Context: an optimization exercise on an open-source flow, tuned for small area and a short achievable clock period. The choices shown serve that exercise and are no tape-out recipe. No run shown here included a check of the RTL's function; only the layout flow was run. Power and IR drop assume default switching activity.

==> flow/design.v, too long to show whole: its modules and the start of the top module <==
// module mac_ctrl: 36 lines
// module mac_mult_stage: 552 lines
// module mac_accumulator: 414 lines
// module mac_top: 53 lines
module mac_top #(
   parameter int A_WIDTH = 18,    
   parameter int B_WIDTH = 18,    
   parameter int P_WIDTH = 48     
) (
   input  logic                      clk,
   input  logic                      rst_n,
   input  logic signed [A_WIDTH-1:0] data_a,
   input  logic signed [B_WIDTH-1:0] data_b,
   input  mac_pkg::mac_op_e          op,
   input  logic                      activate_mac,   
   output logic signed [P_WIDTH-1:0] data_p,
   output logic                      p_valid
);
  // ...
==> flow/flow/run.sh <==
#!/bin/bash
# The standard layout with three changes:
#  - Yosys's coarse 'synth' calls run with -noabc, so that extract_fa sees the
#    full and half adders as the RTL writes them (the later ABC mapping pass is
#    unchanged);
#  - the port buffers are buf_2 cells (buffer_ports -buffer_cell);
#  - timing repair aims at a setup margin of 6.65 ns.
# The SDC (clock period, I/O delays, loads) is the standard flow's, unchanged. Each make
# step's log stays under orfs/logs; make's own output goes to flow_make.log.
set -euo pipefail
grep -q '^proc synth {args} { yosys synth -nofsm -noshare {\*}$args }' synth_recipe.tcl
sed 's/yosys synth -nofsm -noshare /yosys synth -nofsm -noshare -noabc /' synth_recipe.tcl > synth_noabc.tcl
bash standard.sh SYNTH_SCRIPT=$PWD/synth_noabc.tcl SETUP_SLACK_MARGIN=6.65 \
  "BUFFER_PORTS_ARGS=-buffer_cell sky130_fd_sc_hd__buf_2" finish > flow_make.log 2>&1
==> flow/standard.sh <==
#!/bin/bash
# synth_recipe.tcl (not shown) runs the flow's synth.tcl, then flattens the netlist and writes it again
# the make line also repeats each setting of config.mk as NAME=value (left out here)
make -C /OpenROAD-flow-scripts/flow DESIGN_CONFIG=/design/flow/config.mk WORK_HOME=/design/flow/orfs CLKGATE_MAP_FILE= SYNTH_SCRIPT=/design/flow/synth_recipe.tcl "${@:-finish}"
==> flow/config.mk <==
export PLATFORM = sky130hd
export DESIGN_NAME = mac_top
export DESIGN_NICKNAME = mac_top
export VERILOG_FILES = /design/flow/design.v
export SDC_FILE = /design/flow/constraint.sdc
export NUM_CORES = 4
export LEC_CHECK = 0
export CAP_MARGIN = 20
export CORE_MARGIN = 2
export CORE_UTILIZATION = 40
export SLEW_MARGIN = 20
==> flow/constraint.sdc <==
create_clock -name core_clock -period 10.0 [get_ports {clk}]
set_input_delay 2.0000 -clock core_clock [delete_from_list [all_inputs] [get_ports {clk}]]
set_output_delay 2.0000 -clock core_clock [all_outputs]
set_load 0.01 [all_outputs]
==> impl_metrics.py, run 1 <==
metrics = {
    "outcome": {
        "status": "timing/DRC/antenna clean",
    },
    "global_routing": {
        "first_global_vias": 9723,
        "grt_max_degree": 90,
        "antenna_found_initial": 0,
        "use_met3_pct": 5.59,
    },
    "logic_synthesis": {
        "synth_cells": 1181,
        "synthTopCellsByCount": "xnor2_1 (179), a22oi_1 (154), fa_1 (151), dfrtp_1 (134), ha_1 (81)",
        "synthFlopType": "dfrtp_1",
        "synthMuxAreaShare_pct": 0.0748,
    },
    "cells_and_area": {
        "layout_common_cells": "xnor2_1 (163), dfrtp_1 (118), fa_1 (108)",
        "regMostFlops": "u_acc.p_q",
        "drive_gt1_share_pct": 35.2,
        "multi_input_area_um2": 9680,
    },
    "placed_design": {
        "dp_slack_ns": 5.87,
        "placed_area_um2": 14200,
    },
    "power_and_ir_drop": {
        "p_leak_nw": 6.92,
        "power.share.clock_pct": 10.3,
        "ir_worst_vdd_mv": 0.158,
    },
    "timing": {
        "setup_viol": 0,
        "finalHoldViolCount": 0,
        "relSlewSlack_pct": 38.1,
    },
    "drt": {
        "drcViolationCount": 0,
    },
    "worst_setup_path": {
        "criticalPathCategory": "reg -> reg",
        "cpPeakStageDelay_ns": 0.51,
        "worstPathCellList": "buf_8 > nor2b_2 > fa_1 > ha_1 > o211ai_1 > o211ai_1 > buf_4 > nand4_1 > buf_6 > a21oi_4 > a211o_4 > a31o_4 > a2111o_1 > o311ai_2",
        "cp.depth": 14,
        "cp_num_buf_inv": 3,
        "crit_top_cell": "o211ai_1",
    },
    "floorplan": {
        "core_area_um2": 32700,
    },
}
==> module mac_ctrl, before the edit <==
module mac_ctrl (
   input  logic             clk,
   input  logic             rst_n,
   input  logic             activate_mac,   
   input  mac_pkg::mac_op_e op,
   output logic             kill,           
   output logic             sub,            
   output logic             clr,            
   output logic             valid           
);
   logic act_q;       
   logic req;
   logic clr1_q, clr2_q;
   logic valid1_q, valid2_q;
   assign req  = activate_mac ^ act_q;
   assign kill = ~req | (op == mac_pkg::MAC_CLEAR);
   assign sub  = (op == mac_pkg::MAC_SUB);
   always_ff @(posedge clk or negedge rst_n) begin
      if (!rst_n) begin
         act_q    <= 1'b0;
         clr1_q   <= 1'b0;
         valid1_q <= 1'b0;
         valid2_q <= 1'b0;
      end else begin
         act_q    <= activate_mac;
         clr1_q   <= req & ((op == mac_pkg::MAC_LOAD) | (op == mac_pkg::MAC_CLEAR));
         valid1_q <= req;
         valid2_q <= valid1_q;
      end
   end
   always_ff @(posedge clk) begin
      clr2_q <= clr1_q;
   end
   assign clr   = clr2_q;
   assign valid = valid2_q;
endmodule
==> module mac_accumulator, before the edit <==
module mac_accumulator #(
   parameter int P_WIDTH = 48
) (
   input  logic               clk,
   input  logic               rst_n,
   input  logic               clr,        
   input  logic               valid,      
   input  logic [P_WIDTH-1:0] row0,
   input  logic [P_WIDTH-1:0] row1,
   output logic [P_WIDTH-1:0] data_p,
   output logic               p_valid
);
   logic [P_WIDTH-1:0] p_q;
   logic [P_WIDTH-1:0] x;
   logic [P_WIDTH-1:0] sa, sb;
   logic [P_WIDTH-1:0] p_next;
   logic               valid_q;
   assign x = p_q & ~{P_WIDTH{clr}};
   logic a1, a2, a3, a4, a5, a6, a7, a8, a9, a10, a11, a12;
   logic a13, a14, a15, a16, a17, a18, a19, a20, a21, a22, a23, a24;
   logic a25, a26, a27, a28, a29, a30, a31, a32, a33, a34, a35, a36;
   logic a37, a38, a39, a40, a41, a42, a43, a44, a45, a46, a47, a48;
   logic a49, a50, a51, a52, a53, a54, a55, a56, a57, a58, a59, a60;
   logic a61, a62, a63, a64, a65, a66, a67, a68, a69, a70, a71, a72;
   logic a73, a74, a75, a76, a77, a78, a79, a80, a81, a82, a83, a84;
   logic a85, a86, a87, a88, a89, a90, a91, a92, a93, a94, a95, a96;
   assign a1 = x[0] ^ row0[0] ^ row1[0];
   assign a2 = (x[0] & row0[0]) | (x[0] & row1[0]) | (row0[0] & row1[0]);
   assign a3 = x[1] ^ row0[1];
   assign a4 = x[1] & row0[1];
   assign a5 = x[2] ^ row0[2] ^ row1[2];
   assign a6 = (x[2] & row0[2]) | (x[2] & row1[2]) | (row0[2] & row1[2]);
   assign a7 = x[3] ^ row0[3] ^ row1[3];
   assign a8 = (x[3] & row0[3]) | (x[3] & row1[3]) | (row0[3] & row1[3]);
   assign a9 = x[4] ^ row0[4] ^ row1[4];
   assign a10 = (x[4] & row0[4]) | (x[4] & row1[4]) | (row0[4] & row1[4]);
   assign a11 = x[5] ^ row0[5] ^ row1[5];
   assign a12 = (x[5] & row0[5]) | (x[5] & row1[5]) | (row0[5] & row1[5]);
   assign a13 = x[6] ^ row0[6] ^ row1[6];
   assign a14 = (x[6] & row0[6]) | (x[6] & row1[6]) | (row0[6] & row1[6]);
   assign a15 = x[7] ^ row0[7] ^ row1[7];
   assign a16 = (x[7] & row0[7]) | (x[7] & row1[7]) | (row0[7] & row1[7]);
   assign a17 = x[8] ^ row0[8] ^ row1[8];
   assign a18 = (x[8] & row0[8]) | (x[8] & row1[8]) | (row0[8] & row1[8]);
   assign a19 = x[9] ^ row0[9] ^ row1[9];
   assign a20 = (x[9] & row0[9]) | (x[9] & row1[9]) | (row0[9] & row1[9]);
   assign a21 = x[10] ^ row0[10] ^ row1[10];
   assign a22 = (x[10] & row0[10]) | (x[10] & row1[10]) | (row0[10] & row1[10]);
   assign a23 = x[11] ^ row0[11] ^ row1[11];
   assign a24 = (x[11] & row0[11]) | (x[11] & row1[11]) | (row0[11] & row1[11]);
   assign a25 = x[12] ^ row0[12] ^ row1[12];
   assign a26 = (x[12] & row0[12]) | (x[12] & row1[12]) | (row0[12] & row1[12]);
   assign a27 = x[13] ^ row0[13] ^ row1[13];
   assign a28 = (x[13] & row0[13]) | (x[13] & row1[13]) | (row0[13] & row1[13]);
   assign a29 = x[14] ^ row0[14] ^ row1[14];
   assign a30 = (x[14] & row0[14]) | (x[14] & row1[14]) | (row0[14] & row1[14]);
   assign a31 = x[15] ^ row0[15] ^ row1[15];
   assign a32 = (x[15] & row0[15]) | (x[15] & row1[15]) | (row0[15] & row1[15]);
   assign a33 = x[16] ^ row0[16] ^ row1[16];
   assign a34 = (x[16] & row0[16]) | (x[16] & row1[16]) | (row0[16] & row1[16]);
   assign a35 = x[17] ^ row0[17] ^ row1[17];
   assign a36 = (x[17] & row0[17]) | (x[17] & row1[17]) | (row0[17] & row1[17]);
   assign a37 = x[18] ^ row0[18] ^ row1[18];
   assign a38 = (x[18] & row0[18]) | (x[18] & row1[18]) | (row0[18] & row1[18]);
   assign a39 = x[19] ^ row0[19] ^ row1[19];
   assign a40 = (x[19] & row0[19]) | (x[19] & row1[19]) | (row0[19] & row1[19]);
   assign a41 = x[20] ^ row0[20] ^ row1[20];
   assign a42 = (x[20] & row0[20]) | (x[20] & row1[20]) | (row0[20] & row1[20]);
   assign a43 = x[21] ^ row0[21] ^ row1[21];
   assign a44 = (x[21] & row0[21]) | (x[21] & row1[21]) | (row0[21] & row1[21]);
   assign a45 = x[22] ^ row0[22] ^ row1[22];
   assign a46 = (x[22] & row0[22]) | (x[22] & row1[22]) | (row0[22] & row1[22]);
   assign a47 = x[23] ^ row0[23] ^ row1[23];
   assign a48 = (x[23] & row0[23]) | (x[23] & row1[23]) | (row0[23] & row1[23]);
   assign a49 = x[24] ^ row0[24] ^ row1[24];
   assign a50 = (x[24] & row0[24]) | (x[24] & row1[24]) | (row0[24] & row1[24]);
   assign a51 = x[25] ^ row0[25] ^ row1[25];
   assign a52 = (x[25] & row0[25]) | (x[25] & row1[25]) | (row0[25] & row1[25]);
   assign a53 = x[26] ^ row0[26] ^ row1[26];
   assign a54 = (x[26] & row0[26]) | (x[26] & row1[26]) | (row0[26] & row1[26]);
   assign a55 = x[27] ^ row0[27] ^ row1[27];
   assign a56 = (x[27] & row0[27]) | (x[27] & row1[27]) | (row0[27] & row1[27]);
   assign a57 = x[28] ^ row0[28] ^ row1[28];
   assign a58 = (x[28] & row0[28]) | (x[28] & row1[28]) | (row0[28] & row1[28]);
   assign a59 = x[29] ^ row0[29] ^ row1[29];
   assign a60 = (x[29] & row0[29]) | (x[29] & row1[29]) | (row0[29] & row1[29]);
   assign a61 = x[30] ^ row0[30] ^ row1[30];
   assign a62 = (x[30] & row0[30]) | (x[30] & row1[30]) | (row0[30] & row1[30]);
   assign a63 = x[31] ^ row0[31] ^ row1[31];
   assign a64 = (x[31] & row0[31]) | (x[31] & row1[31]) | (row0[31] & row1[31]);
   assign a65 = x[32] ^ row0[32] ^ row1[32];
   assign a66 = (x[32] & row0[32]) | (x[32] & row1[32]) | (row0[32] & row1[32]);
   assign a67 = x[33] ^ row0[33] ^ row1[33];
   assign a68 = (x[33] & row0[33]) | (x[33] & row1[33]) | (row0[33] & row1[33]);
   assign a69 = x[34] ^ row0[34] ^ row1[34];
   assign a70 = (x[34] & row0[34]) | (x[34] & row1[34]) | (row0[34] & row1[34]);
   assign a71 = x[35] ^ 1'b1;
   assign a72 = x[35] & 1'b1;
   assign a73 = x[36] ^ 1'b1;
   assign a74 = x[36] & 1'b1;
   assign a75 = x[37] ^ 1'b1;
   assign a76 = x[37] & 1'b1;
   assign a77 = x[38] ^ 1'b1;
   assign a78 = x[38] & 1'b1;
   assign a79 = x[39] ^ 1'b1;
   assign a80 = x[39] & 1'b1;
   assign a81 = x[40] ^ 1'b1;
   assign a82 = x[40] & 1'b1;
   assign a83 = x[41] ^ 1'b1;
   assign a84 = x[41] & 1'b1;
   assign a85 = x[42] ^ 1'b1;
   assign a86 = x[42] & 1'b1;
   assign a87 = x[43] ^ 1'b1;
   assign a88 = x[43] & 1'b1;
   assign a89 = x[44] ^ 1'b1;
   assign a90 = x[44] & 1'b1;
   assign a91 = x[45] ^ 1'b1;
   assign a92 = x[45] & 1'b1;
   assign a93 = x[46] ^ 1'b1;
   assign a94 = x[46] & 1'b1;
   assign a95 = x[47] ^ 1'b1;
   assign a96 = x[47] & 1'b1;
   assign sa = {a95, a93, a91, a89, a87, a85, a83, a81, a79, a77, a75, a73, a71, a69, a67, a65, a63, a61, a59, a57, a55, a53, a51, a49, a47, a45, a43, a41, a39, a37, a35, a33, a31, a29, a27, a25, a23, a21, a19, a17, a15, a13, a11, a9, a7, a5, a3, a1};
   assign sb = {a94, a92, a90, a88, a86, a84, a82, a80, a78, a76, a74, a72, a70, a68, a66, a64, a62, a60, a58, a56, a54, a52, a50, a48, a46, a44, a42, a40, a38, a36, a34, a32, a30, a28, a26, a24, a22, a20, a18, a16, a14, a12, a10, a8, a6, a4, a2, 1'b0};
   logic kG1, kG2, kP2, kG3, kP3, kG4, kP4, kG5, kP5, kG6, kP6, kG7;
   logic kP7, kG8, kP8, kG9, kP9, kG10, kP10, kG11, kP11, kG12, kP12, kG13;
   logic kP13, kG14, kP14, kG15, kP15, kG16, kP16, kG17, kP17, kG18, kP18, kG19;
   logic kP19, kG20, kP20, kG21, kP21, kG22, kP22, kG23, kP23, kG24, kP24, kG25;
   logic kG26, kG27, kP27, kG28, kP28, kG29, kP29, kG30, kP30, kG31, kP31, kG32;
   logic kP32, kG33, kP33, kG34, kP34, kG35, kP35, kG36, kP36, kG37, kP37, kG38;
   logic kP38, kG39, kP39, kG40, kP40, kG41, kP41, kG42, kP42, kG43, kP43, kG44;
   logic kP44, kG45, kP45, kG46, kP46, kG47, kP47, kG48, kP48, kG49, kG50, kG51;
   logic kG52, kG53, kP53, kG54, kP54, kG55, kP55, kG56, kP56, kG57, kP57, kG58;
   logic kP58, kG59, kP59, kG60, kP60, kG61, kP61, kG62, kP62, kG63, kP63, kG64;
   logic kP64, kG65, kP65, kG66, kP66, kG67, kP67, kG68, kP68, kG69, kP69, kG70;
   logic kP70, kG71, kP71, kG72, kP72, kG73, kG74, kG75, kG76, kG77, kG78, kG79;
   logic kG80, kG81, kP81, kG82, kP82, kG83, kP83, kG84, kP84, kG85, kP85, kG86;
   logic kP86, kG87, kP87, kG88, kP88, kG89, kP89, kG90, kP90, kG91, kP91, kG92;
   logic kP92, kG93, kP93, kG94, kP94, kG95, kP95, kG96, kP96, kG97, kG98, kG99;
   logic kG100, kG101, kG102, kG103, kG104, kG105, kG106, kG107, kG108, kG109, kG110, kG111;
   logic kG112, kG113, kG114, kG115, kG116, kG117, kG118, kG119, kG120, kG121, kG122, kG123;
   logic kG124, kG125, kG126, kG127, kG128;
   logic [P_WIDTH-1:0] kg, kp;
   assign kg = sa & sb;
   assign kp = sa ^ sb;
   assign kG1 = kg[1] | (kp[1] & kg[0]);
   assign kG2 = kg[3] | (kp[3] & kg[2]);
   assign kP2 = kp[3] & kp[2];
   assign kG3 = kg[5] | (kp[5] & kg[4]);
   assign kP3 = kp[5] & kp[4];
   assign kG4 = kg[7] | (kp[7] & kg[6]);
   assign kP4 = kp[7] & kp[6];
   assign kG5 = kg[9] | (kp[9] & kg[8]);
   assign kP5 = kp[9] & kp[8];
   assign kG6 = kg[11] | (kp[11] & kg[10]);
   assign kP6 = kp[11] & kp[10];
   assign kG7 = kg[13] | (kp[13] & kg[12]);
   assign kP7 = kp[13] & kp[12];
   assign kG8 = kg[15] | (kp[15] & kg[14]);
   assign kP8 = kp[15] & kp[14];
   assign kG9 = kg[17] | (kp[17] & kg[16]);
   assign kP9 = kp[17] & kp[16];
   assign kG10 = kg[19] | (kp[19] & kg[18]);
   assign kP10 = kp[19] & kp[18];
   assign kG11 = kg[21] | (kp[21] & kg[20]);
   assign kP11 = kp[21] & kp[20];
   assign kG12 = kg[23] | (kp[23] & kg[22]);
   assign kP12 = kp[23] & kp[22];
   assign kG13 = kg[25] | (kp[25] & kg[24]);
   assign kP13 = kp[25] & kp[24];
   assign kG14 = kg[27] | (kp[27] & kg[26]);
   assign kP14 = kp[27] & kp[26];
   assign kG15 = kg[29] | (kp[29] & kg[28]);
   assign kP15 = kp[29] & kp[28];
   assign kG16 = kg[31] | (kp[31] & kg[30]);
   assign kP16 = kp[31] & kp[30];
   assign kG17 = kg[33] | (kp[33] & kg[32]);
   assign kP17 = kp[33] & kp[32];
   assign kG18 = kg[35] | (kp[35] & kg[34]);
   assign kP18 = kp[35] & kp[34];
   assign kG19 = kg[37] | (kp[37] & kg[36]);
   assign kP19 = kp[37] & kp[36];
   assign kG20 = kg[39] | (kp[39] & kg[38]);
   assign kP20 = kp[39] & kp[38];
   assign kG21 = kg[41] | (kp[41] & kg[40]);
   assign kP21 = kp[41] & kp[40];
   assign kG22 = kg[43] | (kp[43] & kg[42]);
   assign kP22 = kp[43] & kp[42];
   assign kG23 = kg[45] | (kp[45] & kg[44]);
   assign kP23 = kp[45] & kp[44];
   assign kG24 = kg[47] | (kp[47] & kg[46]);
   assign kP24 = kp[47] & kp[46];
   assign kG25 = kg[2] | (kp[2] & kG1);
   assign kG26 = kG2 | (kP2 & kG1);
   assign kG27 = kg[6] | (kp[6] & kG3);
   assign kP27 = kp[6] & kP3;
   assign kG28 = kG4 | (kP4 & kG3);
   assign kP28 = kP4 & kP3;
   assign kG29 = kg[10] | (kp[10] & kG5);
   assign kP29 = kp[10] & kP5;
   assign kG30 = kG6 | (kP6 & kG5);
   assign kP30 = kP6 & kP5;
   assign kG31 = kg[14] | (kp[14] & kG7);
   assign kP31 = kp[14] & kP7;
   assign kG32 = kG8 | (kP8 & kG7);
   assign kP32 = kP8 & kP7;
   assign kG33 = kg[18] | (kp[18] & kG9);
   assign kP33 = kp[18] & kP9;
   assign kG34 = kG10 | (kP10 & kG9);
   assign kP34 = kP10 & kP9;
   assign kG35 = kg[22] | (kp[22] & kG11);
   assign kP35 = kp[22] & kP11;
   assign kG36 = kG12 | (kP12 & kG11);
   assign kP36 = kP12 & kP11;
   assign kG37 = kg[26] | (kp[26] & kG13);
   assign kP37 = kp[26] & kP13;
   assign kG38 = kG14 | (kP14 & kG13);
   assign kP38 = kP14 & kP13;
   assign kG39 = kg[30] | (kp[30] & kG15);
   assign kP39 = kp[30] & kP15;
   assign kG40 = kG16 | (kP16 & kG15);
   assign kP40 = kP16 & kP15;
   assign kG41 = kg[34] | (kp[34] & kG17);
   assign kP41 = kp[34] & kP17;
   assign kG42 = kG18 | (kP18 & kG17);
   assign kP42 = kP18 & kP17;
   assign kG43 = kg[38] | (kp[38] & kG19);
   assign kP43 = kp[38] & kP19;
   assign kG44 = kG20 | (kP20 & kG19);
   assign kP44 = kP20 & kP19;
   assign kG45 = kg[42] | (kp[42] & kG21);
   assign kP45 = kp[42] & kP21;
   assign kG46 = kG22 | (kP22 & kG21);
   assign kP46 = kP22 & kP21;
   assign kG47 = kg[46] | (kp[46] & kG23);
   assign kP47 = kp[46] & kP23;
   assign kG48 = kG24 | (kP24 & kG23);
   assign kP48 = kP24 & kP23;
   assign kG49 = kg[4] | (kp[4] & kG26);
   assign kG50 = kG3 | (kP3 & kG26);
   assign kG51 = kG27 | (kP27 & kG26);
   assign kG52 = kG28 | (kP28 & kG26);
   assign kG53 = kg[12] | (kp[12] & kG30);
   assign kP53 = kp[12] & kP30;
   assign kG54 = kG7 | (kP7 & kG30);
   assign kP54 = kP7 & kP30;
   assign kG55 = kG31 | (kP31 & kG30);
   assign kP55 = kP31 & kP30;
   assign kG56 = kG32 | (kP32 & kG30);
   assign kP56 = kP32 & kP30;
   assign kG57 = kg[20] | (kp[20] & kG34);
   assign kP57 = kp[20] & kP34;
   assign kG58 = kG11 | (kP11 & kG34);
   assign kP58 = kP11 & kP34;
   assign kG59 = kG35 | (kP35 & kG34);
   assign kP59 = kP35 & kP34;
   assign kG60 = kG36 | (kP36 & kG34);
   assign kP60 = kP36 & kP34;
   assign kG61 = kg[28] | (kp[28] & kG38);
   assign kP61 = kp[28] & kP38;
   assign kG62 = kG15 | (kP15 & kG38);
   assign kP62 = kP15 & kP38;
   assign kG63 = kG39 | (kP39 & kG38);
   assign kP63 = kP39 & kP38;
   assign kG64 = kG40 | (kP40 & kG38);
   assign kP64 = kP40 & kP38;
   assign kG65 = kg[36] | (kp[36] & kG42);
   assign kP65 = kp[36] & kP42;
   assign kG66 = kG19 | (kP19 & kG42);
   assign kP66 = kP19 & kP42;
   assign kG67 = kG43 | (kP43 & kG42);
   assign kP67 = kP43 & kP42;
   assign kG68 = kG44 | (kP44 & kG42);
   assign kP68 = kP44 & kP42;
   assign kG69 = kg[44] | (kp[44] & kG46);
   assign kP69 = kp[44] & kP46;
   assign kG70 = kG23 | (kP23 & kG46);
   assign kP70 = kP23 & kP46;
   assign kG71 = kG47 | (kP47 & kG46);
   assign kP71 = kP47 & kP46;
   assign kG72 = kG48 | (kP48 & kG46);
   assign kP72 = kP48 & kP46;
   assign kG73 = kg[8] | (kp[8] & kG52);
   assign kG74 = kG5 | (kP5 & kG52);
   assign kG75 = kG29 | (kP29 & kG52);
   assign kG76 = kG30 | (kP30 & kG52);
   assign kG77 = kG53 | (kP53 & kG52);
   assign kG78 = kG54 | (kP54 & kG52);
   assign kG79 = kG55 | (kP55 & kG52);
   assign kG80 = kG56 | (kP56 & kG52);
   assign kG81 = kg[24] | (kp[24] & kG60);
   assign kP81 = kp[24] & kP60;
   assign kG82 = kG13 | (kP13 & kG60);
   assign kP82 = kP13 & kP60;
   assign kG83 = kG37 | (kP37 & kG60);
   assign kP83 = kP37 & kP60;
   assign kG84 = kG38 | (kP38 & kG60);
   assign kP84 = kP38 & kP60;
   assign kG85 = kG61 | (kP61 & kG60);
   assign kP85 = kP61 & kP60;
   assign kG86 = kG62 | (kP62 & kG60);
   assign kP86 = kP62 & kP60;
   assign kG87 = kG63 | (kP63 & kG60);
   assign kP87 = kP63 & kP60;
   assign kG88 = kG64 | (kP64 & kG60);
   assign kP88 = kP64 & kP60;
   assign kG89 = kg[40] | (kp[40] & kG68);
   assign kP89 = kp[40] & kP68;
   assign kG90 = kG21 | (kP21 & kG68);
   assign kP90 = kP21 & kP68;
   assign kG91 = kG45 | (kP45 & kG68);
   assign kP91 = kP45 & kP68;
   assign kG92 = kG46 | (kP46 & kG68);
   assign kP92 = kP46 & kP68;
   assign kG93 = kG69 | (kP69 & kG68);
   assign kP93 = kP69 & kP68;
   assign kG94 = kG70 | (kP70 & kG68);
   assign kP94 = kP70 & kP68;
   assign kG95 = kG71 | (kP71 & kG68);
   assign kP95 = kP71 & kP68;
   assign kG96 = kG72 | (kP72 & kG68);
   assign kP96 = kP72 & kP68;
   assign kG97 = kg[16] | (kp[16] & kG80);
   assign kG98 = kG9 | (kP9 & kG80);
   assign kG99 = kG33 | (kP33 & kG80);
   assign kG100 = kG34 | (kP34 & kG80);
   assign kG101 = kG57 | (kP57 & kG80);
   assign kG102 = kG58 | (kP58 & kG80);
   assign kG103 = kG59 | (kP59 & kG80);
   assign kG104 = kG60 | (kP60 & kG80);
   assign kG105 = kG81 | (kP81 & kG80);
   assign kG106 = kG82 | (kP82 & kG80);
   assign kG107 = kG83 | (kP83 & kG80);
   assign kG108 = kG84 | (kP84 & kG80);
   assign kG109 = kG85 | (kP85 & kG80);
   assign kG110 = kG86 | (kP86 & kG80);
   assign kG111 = kG87 | (kP87 & kG80);
   assign kG112 = kG88 | (kP88 & kG80);
   assign kG113 = kg[32] | (kp[32] & kG112);
   assign kG114 = kG17 | (kP17 & kG112);
   assign kG115 = kG41 | (kP41 & kG112);
   assign kG116 = kG42 | (kP42 & kG112);
   assign kG117 = kG65 | (kP65 & kG112);
   assign kG118 = kG66 | (kP66 & kG112);
   assign kG119 = kG67 | (kP67 & kG112);
   assign kG120 = kG68 | (kP68 & kG112);
   assign kG121 = kG89 | (kP89 & kG112);
   assign kG122 = kG90 | (kP90 & kG112);
   assign kG123 = kG91 | (kP91 & kG112);
   assign kG124 = kG92 | (kP92 & kG112);
   assign kG125 = kG93 | (kP93 & kG112);
   assign kG126 = kG94 | (kP94 & kG112);
   assign kG127 = kG95 | (kP95 & kG112);
   assign kG128 = kG96 | (kP96 & kG112);
   assign p_next[0] = kp[0];
   assign p_next[1] = kp[1] ^ kg[0];
   assign p_next[2] = kp[2] ^ kG1;
   assign p_next[3] = kp[3] ^ kG25;
   assign p_next[4] = kp[4] ^ kG26;
   assign p_next[5] = kp[5] ^ kG49;
   assign p_next[6] = kp[6] ^ kG50;
   assign p_next[7] = kp[7] ^ kG51;
   assign p_next[8] = kp[8] ^ kG52;
   assign p_next[9] = kp[9] ^ kG73;
   assign p_next[10] = kp[10] ^ kG74;
   assign p_next[11] = kp[11] ^ kG75;
   assign p_next[12] = kp[12] ^ kG76;
   assign p_next[13] = kp[13] ^ kG77;
   assign p_next[14] = kp[14] ^ kG78;
   assign p_next[15] = kp[15] ^ kG79;
   assign p_next[16] = kp[16] ^ kG80;
   assign p_next[17] = kp[17] ^ kG97;
   assign p_next[18] = kp[18] ^ kG98;
   assign p_next[19] = kp[19] ^ kG99;
   assign p_next[20] = kp[20] ^ kG100;
   assign p_next[21] = kp[21] ^ kG101;
   assign p_next[22] = kp[22] ^ kG102;
   assign p_next[23] = kp[23] ^ kG103;
   assign p_next[24] = kp[24] ^ kG104;
   assign p_next[25] = kp[25] ^ kG105;
   assign p_next[26] = kp[26] ^ kG106;
   assign p_next[27] = kp[27] ^ kG107;
   assign p_next[28] = kp[28] ^ kG108;
   assign p_next[29] = kp[29] ^ kG109;
   assign p_next[30] = kp[30] ^ kG110;
   assign p_next[31] = kp[31] ^ kG111;
   assign p_next[32] = kp[32] ^ kG112;
   assign p_next[33] = kp[33] ^ kG113;
   assign p_next[34] = kp[34] ^ kG114;
   assign p_next[35] = kp[35] ^ kG115;
   assign p_next[36] = kp[36] ^ kG116;
   assign p_next[37] = kp[37] ^ kG117;
   assign p_next[38] = kp[38] ^ kG118;
   assign p_next[39] = kp[39] ^ kG119;
   assign p_next[40] = kp[40] ^ kG120;
   assign p_next[41] = kp[41] ^ kG121;
   assign p_next[42] = kp[42] ^ kG122;
   assign p_next[43] = kp[43] ^ kG123;
   assign p_next[44] = kp[44] ^ kG124;
   assign p_next[45] = kp[45] ^ kG125;
   assign p_next[46] = kp[46] ^ kG126;
   assign p_next[47] = kp[47] ^ kG127;
   always_ff @(posedge clk or negedge rst_n) begin
      if (!rst_n) begin
         p_q     <= '0;
         valid_q <= 1'b0;
      end else begin
         p_q     <= p_next;
         valid_q <= valid;
      end
   end
   assign data_p  = p_q;
   assign p_valid = valid_q;
endmodule
==> run 2, diff against run 1 <==
--- a/flow/design.v
+++ b/flow/design.v
@@ -40,17 +40,27 @@
          clr1_q   <= req & ((op == mac_pkg::MAC_LOAD) | (op == mac_pkg::MAC_CLEAR));
          valid1_q <= req;
          valid2_q <= valid1_q;
       end
    end
    always_ff @(posedge clk) begin
       clr2_q <= clr1_q;
    end
-   assign clr   = clr2_q;
+   logic zero1_q, zero2_q;
+   always_ff @(posedge clk or negedge rst_n) begin
+      if (!rst_n) begin
+         zero1_q <= 1'b1;
+         zero2_q <= 1'b1;
+      end else begin
+         zero1_q <= 1'b0;
+         zero2_q <= zero1_q;
+      end
+   end
+   assign clr   = clr2_q | zero2_q;
    assign valid = valid2_q;
 endmodule
 `timescale 1ns/1ps
 module mac_mult_stage #(
    parameter int A_WIDTH = 18,
    parameter int B_WIDTH = 18,
    parameter int P_WIDTH = 48
 ) (
@@ -295,16 +305,17 @@
    logic t193, t194, t195, t196, t197, t198, t199, t200, t201, t202, t203, t204;
    logic t205, t206, t207, t208, t209, t210, t211, t212, t213, t214, t215, t216;
    logic t217, t218, t219, t220, t221, t222, t223, t224, t225, t226, t227, t228;
    logic t229, t230, t231, t232, t233, t234, t235, t236, t237, t238, t239, t240;
    logic t241, t242, t243, t244, t245, t246, t247, t248, t249, t250, t251, t252;
    logic t253, t254, t255, t256, t257, t258, t259, t260, t261, t262, t263, t264;
    logic t265, t266, t267, t268, t269, t270, t271, t272, t273, t274, t275, t276;
    logic t277, t278, t279, t280, t281, t282, t283, t284, t285, t286, t287, t288;
+   logic t289, t290;
    assign t1 = neg_q[1] ^ pp0_2;
    assign t2 = neg_q[1] & pp0_2;
    assign t3 = pp0_3 ^ pp1_1;
    assign t4 = pp0_3 & pp1_1;
    assign t5 = neg_q[2] ^ pp0_4 ^ pp1_2;
    assign t6 = (neg_q[2] & pp0_4) | (neg_q[2] & pp1_2) | (pp0_4 & pp1_2);
    assign t7 = pp2_0 ^ t4;
    assign t8 = pp2_0 & t4;
@@ -439,169 +450,169 @@
    assign t137 = t129 ^ t131 ^ t133;
    assign t138 = (t129 & t131) | (t129 & t133) | (t131 & t133);
    assign t139 = t120 ^ t122 ^ t135;
    assign t140 = (t120 & t122) | (t120 & t135) | (t122 & t135);
    assign t141 = t137 ^ t124 ^ t139;
    assign t142 = (t137 & t124) | (t137 & t139) | (t124 & t139);
    assign t143 = t126 ^ t141;
    assign t144 = t126 & t141;
-   assign t145 = 1'b1 ^ ~pp0_18 ^ pp1_16;
-   assign t146 = (1'b1 & ~pp0_18) | (1'b1 & pp1_16) | (~pp0_18 & pp1_16);
-   assign t147 = pp2_14 ^ pp3_12 ^ pp4_10;
-   assign t148 = (pp2_14 & pp3_12) | (pp2_14 & pp4_10) | (pp3_12 & pp4_10);
-   assign t149 = pp5_8 ^ pp6_6 ^ pp7_4;
-   assign t150 = (pp5_8 & pp6_6) | (pp5_8 & pp7_4) | (pp6_6 & pp7_4);
-   assign t151 = pp8_2 ^ t130 ^ t132;
-   assign t152 = (pp8_2 & t130) | (pp8_2 & t132) | (t130 & t132);
-   assign t153 = t134 ^ t145 ^ t147;
-   assign t154 = (t134 & t145) | (t134 & t147) | (t145 & t147);
-   assign t155 = t149 ^ t136 ^ t138;
-   assign t156 = (t149 & t136) | (t149 & t138) | (t136 & t138);
-   assign t157 = t151 ^ t153 ^ t140;
-   assign t158 = (t151 & t153) | (t151 & t140) | (t153 & t140);
-   assign t159 = t155 ^ t142 ^ t157;
-   assign t160 = (t155 & t142) | (t155 & t157) | (t142 & t157);
-   assign t161 = 1'b1 ^ pp1_17 ^ pp2_15;
-   assign t162 = (1'b1 & pp1_17) | (1'b1 & pp2_15) | (pp1_17 & pp2_15);
+   assign t145 = pp0_18 ^ pp1_16 ^ pp2_14;
+   assign t146 = (pp0_18 & pp1_16) | (pp0_18 & pp2_14) | (pp1_16 & pp2_14);
+   assign t147 = pp3_12 ^ pp4_10 ^ pp5_8;
+   assign t148 = (pp3_12 & pp4_10) | (pp3_12 & pp5_8) | (pp4_10 & pp5_8);
+   assign t149 = pp6_6 ^ pp7_4 ^ pp8_2;
+   assign t150 = (pp6_6 & pp7_4) | (pp6_6 & pp8_2) | (pp7_4 & pp8_2);
+   assign t151 = t130 ^ t132 ^ t134;
+   assign t152 = (t130 & t132) | (t130 & t134) | (t132 & t134);
+   assign t153 = t145 ^ t147 ^ t149;
+   assign t154 = (t145 & t147) | (t145 & t149) | (t147 & t149);
+   assign t155 = t136 ^ t138 ^ t151;
+   assign t156 = (t136 & t138) | (t136 & t151) | (t138 & t151);
+   assign t157 = t153 ^ t140 ^ t155;
+   assign t158 = (t153 & t140) | (t153 & t155) | (t140 & t155);
+   assign t159 = t142 ^ t157;
+   assign t160 = t142 & t157;
+   assign t161 = pp0_18 ^ pp1_17 ^ pp2_15;
+   assign t162 = (pp0_18 & pp1_17) | (pp0_18 & pp2_15) | (pp1_17 & pp2_15);
    assign t163 = pp3_13 ^ pp4_11 ^ pp5_9;
    assign t164 = (pp3_13 & pp4_11) | (pp3_13 & pp5_9) | (pp4_11 & pp5_9);
    assign t165 = pp6_7 ^ pp7_5 ^ pp8_3;
    assign t166 = (pp6_7 & pp7_5) | (pp6_7 & pp8_3) | (pp7_5 & pp8_3);
    assign t167 = t146 ^ t148 ^ t150;
    assign t168 = (t146 & t148) | (t146 & t150) | (t148 & t150);
    assign t169 = t161 ^ t163 ^ t165;
    assign t170 = (t161 & t163) | (t161 & t165) | (t163 & t165);
    assign t171 = t152 ^ t154 ^ t167;
    assign t172 = (t152 & t154) | (t152 & t167) | (t154 & t167);
    assign t173 = t169 ^ t156 ^ t171;
    assign t174 = (t169 & t156) | (t169 & t171) | (t156 & t171);
    assign t175 = t158 ^ t173;
    assign t176 = t158 & t173;
-   assign t177 = ~pp1_18 ^ pp2_16 ^ pp3_14;
-   assign t178 = (~pp1_18 & pp2_16) | (~pp1_18 & pp3_14) | (pp2_16 & pp3_14);
-   assign t179 = pp4_12 ^ pp5_10 ^ pp6_8;
-   assign t180 = (pp4_12 & pp5_10) | (pp4_12 & pp6_8) | (pp5_10 & pp6_8);
-   assign t181 = pp7_6 ^ pp8_4 ^ t162;
-   assign t182 = (pp7_6 & pp8_4) | (pp7_6 & t162) | (pp8_4 & t162);
-   assign t183 = t164 ^ t166 ^ t177;
-   assign t184 = (t164 & t166) | (t164 & t177) | (t166 & t177);
-   assign t185 = t179 ^ t168 ^ t170;
-   assign t186 = (t179 & t168) | (t179 & t170) | (t168 & t170);
-   assign t187 = t181 ^ t183 ^ t172;
-   assign t188 = (t181 & t183) | (t181 & t172) | (t183 & t172);
-   assign t189 = t185 ^ t174 ^ t187;
-   assign t190 = (t185 & t174) | (t185 & t187) | (t174 & t187);
-   assign t191 = 1'b1 ^ pp2_17 ^ pp3_15;
-   assign t192 = (1'b1 & pp2_17) | (1'b1 & pp3_15) | (pp2_17 & pp3_15);
-   assign t193 = pp4_13 ^ pp5_11 ^ pp6_9;
-   assign t194 = (pp4_13 & pp5_11) | (pp4_13 & pp6_9) | (pp5_11 & pp6_9);
-   assign t195 = pp7_7 ^ pp8_5 ^ t178;
-   assign t196 = (pp7_7 & pp8_5) | (pp7_7 & t178) | (pp8_5 & t178);
-   assign t197 = t180 ^ t191 ^ t193;
-   assign t198 = (t180 & t191) | (t180 & t193) | (t191 & t193);
-   assign t199 = t182 ^ t184 ^ t195;
-   assign t200 = (t182 & t184) | (t182 & t195) | (t184 & t195);
-   assign t201 = t197 ^ t186 ^ t199;
-   assign t202 = (t197 & t186) | (t197 & t199) | (t186 & t199);
-   assign t203 = t188 ^ t201;
-   assign t204 = t188 & t201;
-   assign t205 = ~pp2_18 ^ pp3_16 ^ pp4_14;
-   assign t206 = (~pp2_18 & pp3_16) | (~pp2_18 & pp4_14) | (pp3_16 & pp4_14);
-   assign t207 = pp5_12 ^ pp6_10 ^ pp7_8;
-   assign t208 = (pp5_12 & pp6_10) | (pp5_12 & pp7_8) | (pp6_10 & pp7_8);
-   assign t209 = pp8_6 ^ t192 ^ t194;
-   assign t210 = (pp8_6 & t192) | (pp8_6 & t194) | (t192 & t194);
-   assign t211 = t205 ^ t207 ^ t196;
-   assign t212 = (t205 & t207) | (t205 & t196) | (t207 & t196);
-   assign t213 = t198 ^ t209 ^ t211;
-   assign t214 = (t198 & t209) | (t198 & t211) | (t209 & t211);
-   assign t215 = t200 ^ t202 ^ t213;
-   assign t216 = (t200 & t202) | (t200 & t213) | (t202 & t213);
-   assign t217 = 1'b1 ^ pp3_17 ^ pp4_15;
-   assign t218 = (1'b1 & pp3_17) | (1'b1 & pp4_15) | (pp3_17 & pp4_15);
-   assign t219 = pp5_13 ^ pp6_11 ^ pp7_9;
-   assign t220 = (pp5_13 & pp6_11) | (pp5_13 & pp7_9) | (pp6_11 & pp7_9);
-   assign t221 = pp8_7 ^ t206 ^ t208;
-   assign t222 = (pp8_7 & t206) | (pp8_7 & t208) | (t206 & t208);
-   assign t223 = t217 ^ t219 ^ t210;
-   assign t224 = (t217 & t219) | (t217 & t210) | (t219 & t210);
-   assign t225 = t221 ^ t212 ^ t223;
-   assign t226 = (t221 & t212) | (t221 & t223) | (t212 & t223);
-   assign t227 = t214 ^ t225;
-   assign t228 = t214 & t225;
-   assign t229 = ~pp3_18 ^ pp4_16 ^ pp5_14;
-   assign t230 = (~pp3_18 & pp4_16) | (~pp3_18 & pp5_14) | (pp4_16 & pp5_14);
-   assign t231 = pp6_12 ^ pp7_10 ^ pp8_8;
-   assign t232 = (pp6_12 & pp7_10) | (pp6_12 & pp8_8) | (pp7_10 & pp8_8);
-   assign t233 = t218 ^ t220 ^ t229;
-   assign t234 = (t218 & t220) | (t218 & t229) | (t220 & t229);
-   assign t235 = t231 ^ t222 ^ t233;
-   assign t236 = (t231 & t222) | (t231 & t233) | (t222 & t233);
-   assign t237 = t224 ^ t235 ^ t226;
-   assign t238 = (t224 & t235) | (t224 & t226) | (t235 & t226);
-   assign t239 = 1'b1 ^ pp4_17 ^ pp5_15;
-   assign t240 = (1'b1 & pp4_17) | (1'b1 & pp5_15) | (pp4_17 & pp5_15);
-   assign t241 = pp6_13 ^ pp7_11 ^ pp8_9;
-   assign t242 = (pp6_13 & pp7_11) | (pp6_13 & pp8_9) | (pp7_11 & pp8_9);
-   assign t243 = t230 ^ t232 ^ t239;
-   assign t244 = (t230 & t232) | (t230 & t239) | (t232 & t239);
-   assign t245 = t241 ^ t234 ^ t243;
-   assign t246 = (t241 & t234) | (t241 & t243) | (t234 & t243);
-   assign t247 = t236 ^ t245;
-   assign t248 = t236 & t245;
-   assign t249 = ~pp4_18 ^ pp5_16 ^ pp6_14;
-   assign t250 = (~pp4_18 & pp5_16) | (~pp4_18 & pp6_14) | (pp5_16 & pp6_14);
-   assign t251 = pp7_12 ^ pp8_10 ^ t240;
-   assign t252 = (pp7_12 & pp8_10) | (pp7_12 & t240) | (pp8_10 & t240);
-   assign t253 = t242 ^ t249 ^ t244;
-   assign t254 = (t242 & t249) | (t242 & t244) | (t249 & t244);
-   assign t255 = t251 ^ t253 ^ t246;
-   assign t256 = (t251 & t253) | (t251 & t246) | (t253 & t246);
-   assign t257 = 1'b1 ^ pp5_17 ^ pp6_15;
-   assign t258 = (1'b1 & pp5_17) | (1'b1 & pp6_15) | (pp5_17 & pp6_15);
-   assign t259 = pp7_13 ^ pp8_11 ^ t250;
-   assign t260 = (pp7_13 & pp8_11) | (pp7_13 & t250) | (pp8_11 & t250);
-   assign t261 = t257 ^ t252 ^ t259;
-   assign t262 = (t257 & t252) | (t257 & t259) | (t252 & t259);
-   assign t263 = t254 ^ t261;
-   assign t264 = t254 & t261;
-   assign t265 = ~pp5_18 ^ pp6_16 ^ pp7_14;
-   assign t266 = (~pp5_18 & pp6_16) | (~pp5_18 & pp7_14) | (pp6_16 & pp7_14);
-   assign t267 = pp8_12 ^ t258 ^ t265;
-   assign t268 = (pp8_12 & t258) | (pp8_12 & t265) | (t258 & t265);
-   assign t269 = t260 ^ t267 ^ t262;
-   assign t270 = (t260 & t267) | (t260 & t262) | (t267 & t262);
-   assign t271 = 1'b1 ^ pp6_17 ^ pp7_15;
-   assign t272 = (1'b1 & pp6_17) | (1'b1 & pp7_15) | (pp6_17 & pp7_15);
-   assign t273 = pp8_13 ^ t266 ^ t271;
-   assign t274 = (pp8_13 & t266) | (pp8_13 & t271) | (t266 & t271);
-   assign t275 = t268 ^ t273;
-   assign t276 = t268 & t273;
-   assign t277 = ~pp6_18 ^ pp7_16 ^ pp8_14;
-   assign t278 = (~pp6_18 & pp7_16) | (~pp6_18 & pp8_14) | (pp7_16 & pp8_14);
-   assign t279 = t272 ^ t277 ^ t274;
-   assign t280 = (t272 & t277) | (t272 & t274) | (t277 & t274);
-   assign t281 = 1'b1 ^ pp7_17 ^ pp8_15;
-   assign t282 = (1'b1 & pp7_17) | (1'b1 & pp8_15) | (pp7_17 & pp8_15);
-   assign t283 = t278 ^ t281;
-   assign t284 = t278 & t281;
-   assign t285 = ~pp7_18 ^ pp8_16 ^ t282;
-   assign t286 = (~pp7_18 & pp8_16) | (~pp7_18 & t282) | (pp8_16 & t282);
-   assign t287 = 1'b1 ^ pp8_17;
-   assign t288 = 1'b1 & pp8_17;
+   assign t177 = ~pp0_18 ^ ~pp1_18 ^ pp2_16;
+   assign t178 = (~pp0_18 & ~pp1_18) | (~pp0_18 & pp2_16) | (~pp1_18 & pp2_16);
+   assign t179 = pp3_14 ^ pp4_12 ^ pp5_10;
+   assign t180 = (pp3_14 & pp4_12) | (pp3_14 & pp5_10) | (pp4_12 & pp5_10);
+   assign t181 = pp6_8 ^ pp7_6 ^ pp8_4;
+   assign t182 = (pp6_8 & pp7_6) | (pp6_8 & pp8_4) | (pp7_6 & pp8_4);
+   assign t183 = t162 ^ t164 ^ t166;
+   assign t184 = (t162 & t164) | (t162 & t166) | (t164 & t166);
+   assign t185 = t177 ^ t179 ^ t181;
+   assign t186 = (t177 & t179) | (t177 & t181) | (t179 & t181);
+   assign t187 = t168 ^ t170 ^ t183;
+   assign t188 = (t168 & t170) | (t168 & t183) | (t170 & t183);
+   assign t189 = t185 ^ t172 ^ t187;
+   assign t190 = (t185 & t172) | (t185 & t187) | (t172 & t187);
+   assign t191 = t174 ^ t189;
+   assign t192 = t174 & t189;
+   assign t193 = 1'b1 ^ pp2_17 ^ pp3_15;
+   assign t194 = (1'b1 & pp2_17) | (1'b1 & pp3_15) | (pp2_17 & pp3_15);
+   assign t195 = pp4_13 ^ pp5_11 ^ pp6_9;
+   assign t196 = (pp4_13 & pp5_11) | (pp4_13 & pp6_9) | (pp5_11 & pp6_9);
+   assign t197 = pp7_7 ^ pp8_5 ^ t178;
+   assign t198 = (pp7_7 & pp8_5) | (pp7_7 & t178) | (pp8_5 & t178);
+   assign t199 = t180 ^ t182 ^ t193;
+   assign t200 = (t180 & t182) | (t180 & t193) | (t182 & t193);
+   assign t201 = t195 ^ t184 ^ t186;
+   assign t202 = (t195 & t184) | (t195 & t186) | (t184 & t186);
+   assign t203 = t197 ^ t199 ^ t188;
+   assign t204 = (t197 & t199) | (t197 & t188) | (t199 & t188);
+   assign t205 = t201 ^ t190 ^ t203;
+   assign t206 = (t201 & t190) | (t201 & t203) | (t190 & t203);
+   assign t207 = ~pp2_18 ^ pp3_16 ^ pp4_14;
+   assign t208 = (~pp2_18 & pp3_16) | (~pp2_18 & pp4_14) | (pp3_16 & pp4_14);
+   assign t209 = pp5_12 ^ pp6_10 ^ pp7_8;
+   assign t210 = (pp5_12 & pp6_10) | (pp5_12 & pp7_8) | (pp6_10 & pp7_8);
+   assign t211 = pp8_6 ^ t194 ^ t196;
+   assign t212 = (pp8_6 & t194) | (pp8_6 & t196) | (t194 & t196);
+   assign t213 = t207 ^ t209 ^ t198;
+   assign t214 = (t207 & t209) | (t207 & t198) | (t209 & t198);
+   assign t215 = t200 ^ t211 ^ t202;
+   assign t216 = (t200 & t211) | (t200 & t202) | (t211 & t202);
+   assign t217 = t213 ^ t204 ^ t215;
+   assign t218 = (t213 & t204) | (t213 & t215) | (t204 & t215);
+   assign t219 = 1'b1 ^ pp3_17 ^ pp4_15;
+   assign t220 = (1'b1 & pp3_17) | (1'b1 & pp4_15) | (pp3_17 & pp4_15);
+   assign t221 = pp5_13 ^ pp6_11 ^ pp7_9;
+   assign t222 = (pp5_13 & pp6_11) | (pp5_13 & pp7_9) | (pp6_11 & pp7_9);
+   assign t223 = pp8_7 ^ t208 ^ t210;
+   assign t224 = (pp8_7 & t208) | (pp8_7 & t210) | (t208 & t210);
+   assign t225 = t219 ^ t221 ^ t212;
+   assign t226 = (t219 & t221) | (t219 & t212) | (t221 & t212);
+   assign t227 = t223 ^ t214 ^ t225;
+   assign t228 = (t223 & t214) | (t223 & t225) | (t214 & t225);
+   assign t229 = t216 ^ t227;
+   assign t230 = t216 & t227;
+   assign t231 = ~pp3_18 ^ pp4_16 ^ pp5_14;
+   assign t232 = (~pp3_18 & pp4_16) | (~pp3_18 & pp5_14) | (pp4_16 & pp5_14);
+   assign t233 = pp6_12 ^ pp7_10 ^ pp8_8;
+   assign t234 = (pp6_12 & pp7_10) | (pp6_12 & pp8_8) | (pp7_10 & pp8_8);
+   assign t235 = t220 ^ t222 ^ t231;
+   assign t236 = (t220 & t222) | (t220 & t231) | (t222 & t231);
+   assign t237 = t233 ^ t224 ^ t235;
+   assign t238 = (t233 & t224) | (t233 & t235) | (t224 & t235);
+   assign t239 = t226 ^ t237 ^ t228;
+   assign t240 = (t226 & t237) | (t226 & t228) | (t237 & t228);
+   assign t241 = 1'b1 ^ pp4_17 ^ pp5_15;
+   assign t242 = (1'b1 & pp4_17) | (1'b1 & pp5_15) | (pp4_17 & pp5_15);
+   assign t243 = pp6_13 ^ pp7_11 ^ pp8_9;
+   assign t244 = (pp6_13 & pp7_11) | (pp6_13 & pp8_9) | (pp7_11 & pp8_9);
+   assign t245 = t232 ^ t234 ^ t241;
+   assign t246 = (t232 & t234) | (t232 & t241) | (t234 & t241);
+   assign t247 = t243 ^ t236 ^ t245;
+   assign t248 = (t243 & t236) | (t243 & t245) | (t236 & t245);
+   assign t249 = t238 ^ t247;
+   assign t250 = t238 & t247;
+   assign t251 = ~pp4_18 ^ pp5_16 ^ pp6_14;
+   assign t252 = (~pp4_18 & pp5_16) | (~pp4_18 & pp6_14) | (pp5_16 & pp6_14);
+   assign t253 = pp7_12 ^ pp8_10 ^ t242;
+   assign t254 = (pp7_12 & pp8_10) | (pp7_12 & t242) | (pp8_10 & t242);
+   assign t255 = t244 ^ t251 ^ t246;
+   assign t256 = (t244 & t251) | (t244 & t246) | (t251 & t246);
+   assign t257 = t253 ^ t255 ^ t248;
+   assign t258 = (t253 & t255) | (t253 & t248) | (t255 & t248);
+   assign t259 = 1'b1 ^ pp5_17 ^ pp6_15;
+   assign t260 = (1'b1 & pp5_17) | (1'b1 & pp6_15) | (pp5_17 & pp6_15);
+   assign t261 = pp7_13 ^ pp8_11 ^ t252;
+   assign t262 = (pp7_13 & pp8_11) | (pp7_13 & t252) | (pp8_11 & t252);
+   assign t263 = t259 ^ t254 ^ t261;
+   assign t264 = (t259 & t254) | (t259 & t261) | (t254 & t261);
+   assign t265 = t256 ^ t263;
+   assign t266 = t256 & t263;
+   assign t267 = ~pp5_18 ^ pp6_16 ^ pp7_14;
+   assign t268 = (~pp5_18 & pp6_16) | (~pp5_18 & pp7_14) | (pp6_16 & pp7_14);
+   assign t269 = pp8_12 ^ t260 ^ t267;
+   assign t270 = (pp8_12 & t260) | (pp8_12 & t267) | (t260 & t267);
+   assign t271 = t262 ^ t269 ^ t264;
+   assign t272 = (t262 & t269) | (t262 & t264) | (t269 & t264);
+   assign t273 = 1'b1 ^ pp6_17 ^ pp7_15;
+   assign t274 = (1'b1 & pp6_17) | (1'b1 & pp7_15) | (pp6_17 & pp7_15);
+   assign t275 = pp8_13 ^ t268 ^ t273;
+   assign t276 = (pp8_13 & t268) | (pp8_13 & t273) | (t268 & t273);
+   assign t277 = t270 ^ t275;
+   assign t278 = t270 & t275;
+   assign t279 = ~pp6_18 ^ pp7_16 ^ pp8_14;
+   assign t280 = (~pp6_18 & pp7_16) | (~pp6_18 & pp8_14) | (pp7_16 & pp8_14);
+   assign t281 = t274 ^ t279 ^ t276;
+   assign t282 = (t274 & t279) | (t274 & t276) | (t279 & t276);
+   assign t283 = 1'b1 ^ pp7_17 ^ pp8_15;
+   assign t284 = (1'b1 & pp7_17) | (1'b1 & pp8_15) | (pp7_17 & pp8_15);
+   assign t285 = t280 ^ t283;
+   assign t286 = t280 & t283;
+   assign t287 = ~pp7_18 ^ pp8_16 ^ t284;
+   assign t288 = (~pp7_18 & pp8_16) | (~pp7_18 & t284) | (pp8_16 & t284);
+   assign t289 = 1'b1 ^ pp8_17;
+   assign t290 = 1'b1 & pp8_17;
    logic [34:0] r0_q;
    logic [33:0] r1_q;
-   always_ff @(posedge clk or negedge rst_n) begin
-      if (!rst_n) r0_q <= 35'b00000000000001000000000000000000000;
-      else        r0_q <= {t288, t286, t284, t280, t276, t270, t264, t256, t248, t238, t228, t216, t204, t190, t176, t160, t144, t128, t112, t111, t84, t81, t60, t50, t40, t37, t24, t18, t15, t11, t5, t2, pp1_0, pp0_1, neg_q[0]};
+   always_ff @(posedge clk) begin
+      r0_q <= {t290, t288, t286, t282, t278, t272, t266, t258, t250, t240, t230, t218, t206, t192, t176, t160, t144, t128, t112, t111, t84, t81, t60, t50, t40, t37, t24, t18, t15, t11, t5, t2, pp1_0, pp0_1, neg_q[0]};
    end
-   always_ff @(posedge clk or negedge rst_n) begin
-      if (!rst_n) r1_q <= 34'b1111111111111100000000000000000000;
-      else        r1_q <= {~pp8_18, t287, t285, t283, t279, t275, t269, t263, t255, t247, t237, t227, t215, t203, t189, t175, t159, t143, t127, t98, t97, t83, t71, t59, t49, t39, t31, t23, t17, t8, t7, t3, t1, pp0_0};
+   always_ff @(posedge clk) begin
+      r1_q <= {~pp8_18, t289, t287, t285, t281, t277, t271, t265, t257, t249, t239, t229, t217, t205, t191, t175, t159, t143, t127, t98, t97, t83, t71, t59, t49, t39, t31, t23, t17, t8, t7, t3, t1, pp0_0};
    end
    assign row0 = {1'b1, 1'b1, 1'b1, 1'b1, 1'b1, 1'b1, 1'b1, 1'b1, 1'b1, 1'b1, 1'b1, 1'b1, 1'b1, r0_q[34], r0_q[33], r0_q[32], r0_q[31], r0_q[30], r0_q[29], r0_q[28], r0_q[27], r0_q[26], r0_q[25], r0_q[24], r0_q[23], r0_q[22], r0_q[21], r0_q[20], r0_q[19], r0_q[18], r0_q[17], r0_q[16], r0_q[15], r0_q[14], r0_q[13], r0_q[12], r0_q[11], r0_q[10], r0_q[9], r0_q[8], r0_q[7], r0_q[6], r0_q[5], r0_q[4], r0_q[3], r0_q[2], r0_q[1], r0_q[0]};
    assign row1 = {1'b0, 1'b0, 1'b0, 1'b0, 1'b0, 1'b0, 1'b0, 1'b0, 1'b0, 1'b0, 1'b0, 1'b0, 1'b0, r1_q[33], r1_q[32], r1_q[31], r1_q[30], r1_q[29], r1_q[28], r1_q[27], r1_q[26], r1_q[25], r1_q[24], r1_q[23], r1_q[22], r1_q[21], r1_q[20], r1_q[19], r1_q[18], r1_q[17], r1_q[16], r1_q[15], r1_q[14], r1_q[13], r1_q[12], r1_q[11], r1_q[10], r1_q[9], r1_q[8], r1_q[7], r1_q[6], r1_q[5], r1_q[4], r1_q[3], r1_q[2], r1_q[1], 1'b0, r1_q[0]};
 endmodule
 `timescale 1ns/1ps
 module mac_accumulator #(
    parameter int P_WIDTH = 48
 ) (
@@ -999,24 +1010,22 @@
    assign p_next[40] = kp[40] ^ kG120;
    assign p_next[41] = kp[41] ^ kG121;
    assign p_next[42] = kp[42] ^ kG122;
    assign p_next[43] = kp[43] ^ kG123;
    assign p_next[44] = kp[44] ^ kG124;
    assign p_next[45] = kp[45] ^ kG125;
    assign p_next[46] = kp[46] ^ kG126;
    assign p_next[47] = kp[47] ^ kG127;
+   always_ff @(posedge clk) begin
+      p_q <= p_next;
+   end
    always_ff @(posedge clk or negedge rst_n) begin
-      if (!rst_n) begin
-         p_q     <= '0;
-         valid_q <= 1'b0;
-      end else begin
-         p_q     <= p_next;
-         valid_q <= valid;
-      end
+      if (!rst_n) valid_q <= 1'b0;
+      else        valid_q <= valid;
    end
    assign data_p  = p_q;
    assign p_valid = valid_q;
 endmodule
 `timescale 1ns/1ps
 module mac_top #(
    parameter int A_WIDTH = 18,    
    parameter int B_WIDTH = 18,    
==> flow/flow/run.sh (replaced) <==
#!/bin/bash
# The standard layout with three changes:
#  - Yosys's coarse 'synth' calls run with -noabc, so that extract_fa sees the
#    full and half adders as the RTL writes them (the later ABC mapping pass is
#    unchanged);
#  - the port buffers are buf_2 cells (buffer_ports -buffer_cell);
#  - timing repair aims at a setup margin of 6.5 ns.
# The SDC (clock period, I/O delays, loads) is the standard flow's, unchanged. Each make
# step's log stays under orfs/logs; make's own output goes to flow_make.log.
set -euo pipefail
grep -q '^proc synth {args} { yosys synth -nofsm -noshare {\*}$args }' synth_recipe.tcl
sed 's/yosys synth -nofsm -noshare /yosys synth -nofsm -noshare -noabc /' synth_recipe.tcl > synth_noabc.tcl
bash standard.sh SYNTH_SCRIPT=$PWD/synth_noabc.tcl SETUP_SLACK_MARGIN=6.5 \
  "BUFFER_PORTS_ARGS=-buffer_cell sky130_fd_sc_hd__buf_2" finish > flow_make.log 2>&1
==> flow/config.mk (replaced) <==
export PLATFORM = sky130hd
export DESIGN_NAME = mac_top
export DESIGN_NICKNAME = mac_top
export VERILOG_FILES = /design/flow/design.v
export SDC_FILE = /design/flow/constraint.sdc
export NUM_CORES = 4
export LEC_CHECK = 0
export CAP_MARGIN = 20
export CORE_MARGIN = 2
export CORE_UTILIZATION = 40
export CTS_BUF_LIST = sky130_fd_sc_hd__clkbuf_8
export SLEW_MARGIN = 20
==> impl_metrics.py, run 2 <==
metrics = {
    "placed_design": {
        "dpl.hpwl_mm": 21.8,
        "place.gp.congestion": 0.851,
        "dp_cells": 1599,
        "numPortBuffers": 89,
        "dp_slack_ns": 5.97,
    },
    "timing": {
        "fin_skew_ns": 0.0237,
        "rsz0062_at_grt": "true",
        "slew_viol_final": 0,
        "hold_slack_ns": 0.366,
        "fin_setup_tns_ns": 0,
        "finalHoldViolCount": 0,
        "fmax_mhz": 277,
        "period_needed_ns": 3.61,
        "worst_pin_slew_ns": 0.968,
        "setup_viol": 0,
        "period_share_pct": 36.1,
        "relSlewSlack_pct": 35.5,
        "postLayoutSetupSlackWorst_ns": 6.39,
    },
    "logic_synthesis": {
        "synth_edf_count": 0,
        "netlist_area_um2": 12900,
        "synth.avg_cell_area_um2": 10.8,
        "yosys-top-cells-area": "fa_1 (24%), dfxtp_1 (21%), xnor2_1 (12%)",
        "synthTopCellsByCount": "xnor2_1 (181), a22oi_1 (153), fa_1 (153), dfxtp_1 (136), clkbuf_1 (82)",
        "netlist.area_leader.share_pct": 23.8,
        "synthFlopType": "dfxtp_1",
        "synth-async-reset-ratio_pct": 20.0,
        "yosys_warnings": 3,
        "yosysSeqAreaShare_pct": 27.7,
        "synth.largest_area_cell": "fa_1",
        "yosysMostFrequentCell": "xnor2_1",
        "synth_cell_type_count": 58,
        "synth.net_count": 1466,
        "synth_cells": 1192,
        "ys_seq_elements": 170,
    },
    "clocking": {
        "cts-root-buf": "clkbuf_8",
        "htree_levels": 4,
        "cts.reportedPaths.clkPinSlew_ns": 0.10,
        "cts_hold_buf": 0,
        "clock_path_buffers": 2,
        "clock-sinks": 170,
        "cts_buffers": 17,
        "clock_latency_ns": 0.49,
        "tritoncts": "yes",
    },
    "worst_setup_path": {
        "cp.depth": 15,
        "cp_num_buf_inv": 3,
        "critical_path.top_delay_family": "compound AO/OA/AOI/OAI gates",
        "reg2reg_from": "u_ctrl.zero2_q",
        "endpoint": "u_acc.p_q[27]",
        "worstPathCellList": "nor2_4 > buf_12 > buf_16 > and2_4 > fa_1 > ha_4 > a21oi_4 > o22ai_4 > o2111ai_4 > buf_4 > a21oi_4 > a41o_1 > a21o_1 > a31oi_1 > xnor2_1",
        "path_max_fanout": 6,
        "critPathArrivalTime_ns": 4.03,
        "crit_top_cell": "a21oi_4",
        "cpMaxStageDelayCell": "dfstp_2",
        "required_ns": 10.41,
        "startpoint_type": "flop",
        "rr_endpoint": "u_acc.p_q[27]",
        "critPathLaunch": "u_ctrl.zero2_q",
        "r2r_cells": 15,
        "cp-end-kind": "flop",
        "criticalPathCategory": "reg -> reg",
        "cpPeakStageDelay_ns": 0.56,
        "regToRegSetupSlack_ns": 6.39,
    },
    "global_routing": {
        "grt_use_met1_pct": 29.9,
        "grt_pass1_wl_mm": 52.9,
        "use_met2_pct": 29.4,
        "grt.busiest_layer": "met1",
        "use_met3_pct": 5.27,
        "grt_usage_pct": 20.3,
        "antenna_found_initial": 0,
        "grt_overflow_total": 0,
        "first_global_vias": 9341,
        "grt_max_degree": 35,
    },
    "cells_and_area": {
        "largest_reg_flops": 48,
        "largest_registers": "u_acc.p_q: 48 flops, u_mult.r0_q: 35 flops, u_mult.r1_q: 34 flops",
        "layout_common_cells": "xnor2_1 (178), a22oi_1 (141), fa_1 (137)",
        "regMostFlops": "u_acc.p_q",
        "layout_commonest_cell": "xnor2_1",
        "fill_cells": 2811,
        "layout.cells.non_filler": 1697,
        "drive_gt1_share_pct": 27.3,
        "final_nets": 1557,
        "syn2layout_area_growth_pct": 20.1,
        "antennaDiodeCount": 0,
    },
    "power_and_ir_drop": {
        "powerDensity_nw_per_um2": 333,
        "power_switching_mw": 2.24,
        "ir_worst_vdd_mv": 0.126,
        "p_leak_nw": 6.29,
        "p_int_mw": 2.92,
        "swShare_pct": 43.4,
        "power_mw": 5.16,
        "combPwrFrac_pct": 67.4,
        "pwr-share-seq_pct": 22.4,
        "power.share.clock_pct": 10.3,
    },
    "drt": {
        "ant_nets": 0,
        "vias": 9175,
        "wirelength_mm": 33.2,
        "routed_via_density": 5.41,
        "firstDrtPassIters": 5,
        "drtIter0Drc": 720,
        "drcViolationCount": 0,
        "wl_per_cell_um": 19.6,
    },
    "floorplan": {
        "fp-row-count": 65,
        "die_y_um": 184,
        "core_area_um2": 31600,
        "die_w_um": 184,
        "dieArea_um2": 33700,
        "initial_core_util_pct": 40.7,
        "boundaryPins": 90,
    },
    "hold_path": {
        "worstHoldPathType": "reg -> reg",
    },
    "outcome": {
        "status": "timing/DRC/antenna clean",
    },
    "flow_run": {
        "drv_cap": 0,
    },
}
-- run 2: per-stage QoR --
stage | util (%) | cell area [um^2]
2_1_floorplan | - | 13000
3_3_place_gp | 43.1 | 13600
3_5_place_dp | 43.1 | 13600
4_1_cts | 47.5 | 15000
5_1_grt | 48.9 | 15500
6_report | 48.9 | 15500
-- run 2: per-layer routing --
layer  vias up  part of all wire [%]
met5         -                     0
met4         0                   1.3
met3        37                   8.1
met2       378                    43
met1      4536                    47
li1       4224                     -
-- run 2: logic make-up after synthesis --
family,share of synthesized area (%)
other,0.0291
XOR/XNOR,15.2
buffers and inverters,4.31
flip-flops,27.7
AO/OA/AOI/OAI,14.1
adder cells (fa/ha/maj),31.5
AND/OR/NAND/NOR,7.09
-- run 2: power by group through the flow --
stage                     sequential (mW)  clock (mW)  combinational (mW)
after floorplan                      1.15           0                2.14
after global placement               1.19           0                2.79
after detailed placement             1.18           0                2.86
after CTS                            1.16       0.548                3.25
after global routing                 1.18       0.575                3.91
final                                1.15       0.531                3.48
-- run 2: worst min path at each step --
stage,end,from,depth (start not counted),slack (ns)
after floorplan,u_ctrl.clr2_q,u_ctrl.clr1_q,0,0.32
after global placement,u_acc.valid_q,u_ctrl.valid2_q,0,0.34
after detailed placement,u_acc.valid_q,u_ctrl.valid2_q,0,0.35
after CTS,u_ctrl.zero2_q,u_ctrl.zero1_q,0,0.37
after global routing,u_ctrl.zero2_q,u_ctrl.zero1_q,0,0.37
final,u_ctrl.valid2_q,u_ctrl.valid1_q,0,0.37
-- run 2: final cells by class --
type | instances | area [um^2] | area share (%)
repair buffers | 171 | 1270 | 8.20
well taps | 402 | 503 | 3.25
inverters | 49 | 184 | 1.19
flip-flops and latches | 170 | 3690 | 23.8
clock buffers | 20 | 275 | 1.78
clock inverters | 11 | 143 | 0.921
multi-input cells | 874 | 9420 | 60.8
-- run 2: repair_timing --
item | CTS | global route
setup endpoints to repair | 54 | 43
pin swaps | 46 | 35
resized for setup | 117 | 64
gates cloned | 3 | 0
setup buffers | 44 | 20

[what the ideal ports hide]
How much do the figures lean on ideal ports? The routed layouts below were timed once more, with nothing changed but the port constraints.
Step 1 (the two cells are an assumption about what drives the block):
set clk [get_ports {clk}]
set_driving_cell -lib_cell sky130_fd_sc_hd__clkbuf_16 $clk
set_driving_cell -lib_cell sky130_fd_sc_hd__buf_2 [delete_from_list [all_inputs] $clk]
Step 2 times the ports against the registers' clock, not the clock port: input delays grow and output delays shrink by t, the midpoint of the rising clock arrivals with the driver on.
Slacks: no drivers / after step 1 / after step 2; pairs: no drivers / after step 1.
| run | t, ns | setup slack, ns | latest minus earliest clock arrival (ns) | slew at the worst register clock pin (ns) |
|---|---|---|---|---|
| run 1 | 0.483 | 6.514 / 6.514 / 6.514 | 0.012 / 0.011 | 0.07 / 0.07 |
| run 2 | 0.519 | 6.387 / 6.387 / 6.387 | 0.024 / 0.024 | 0.10 / 0.10 |
After both steps every run listed still meets setup and hold.
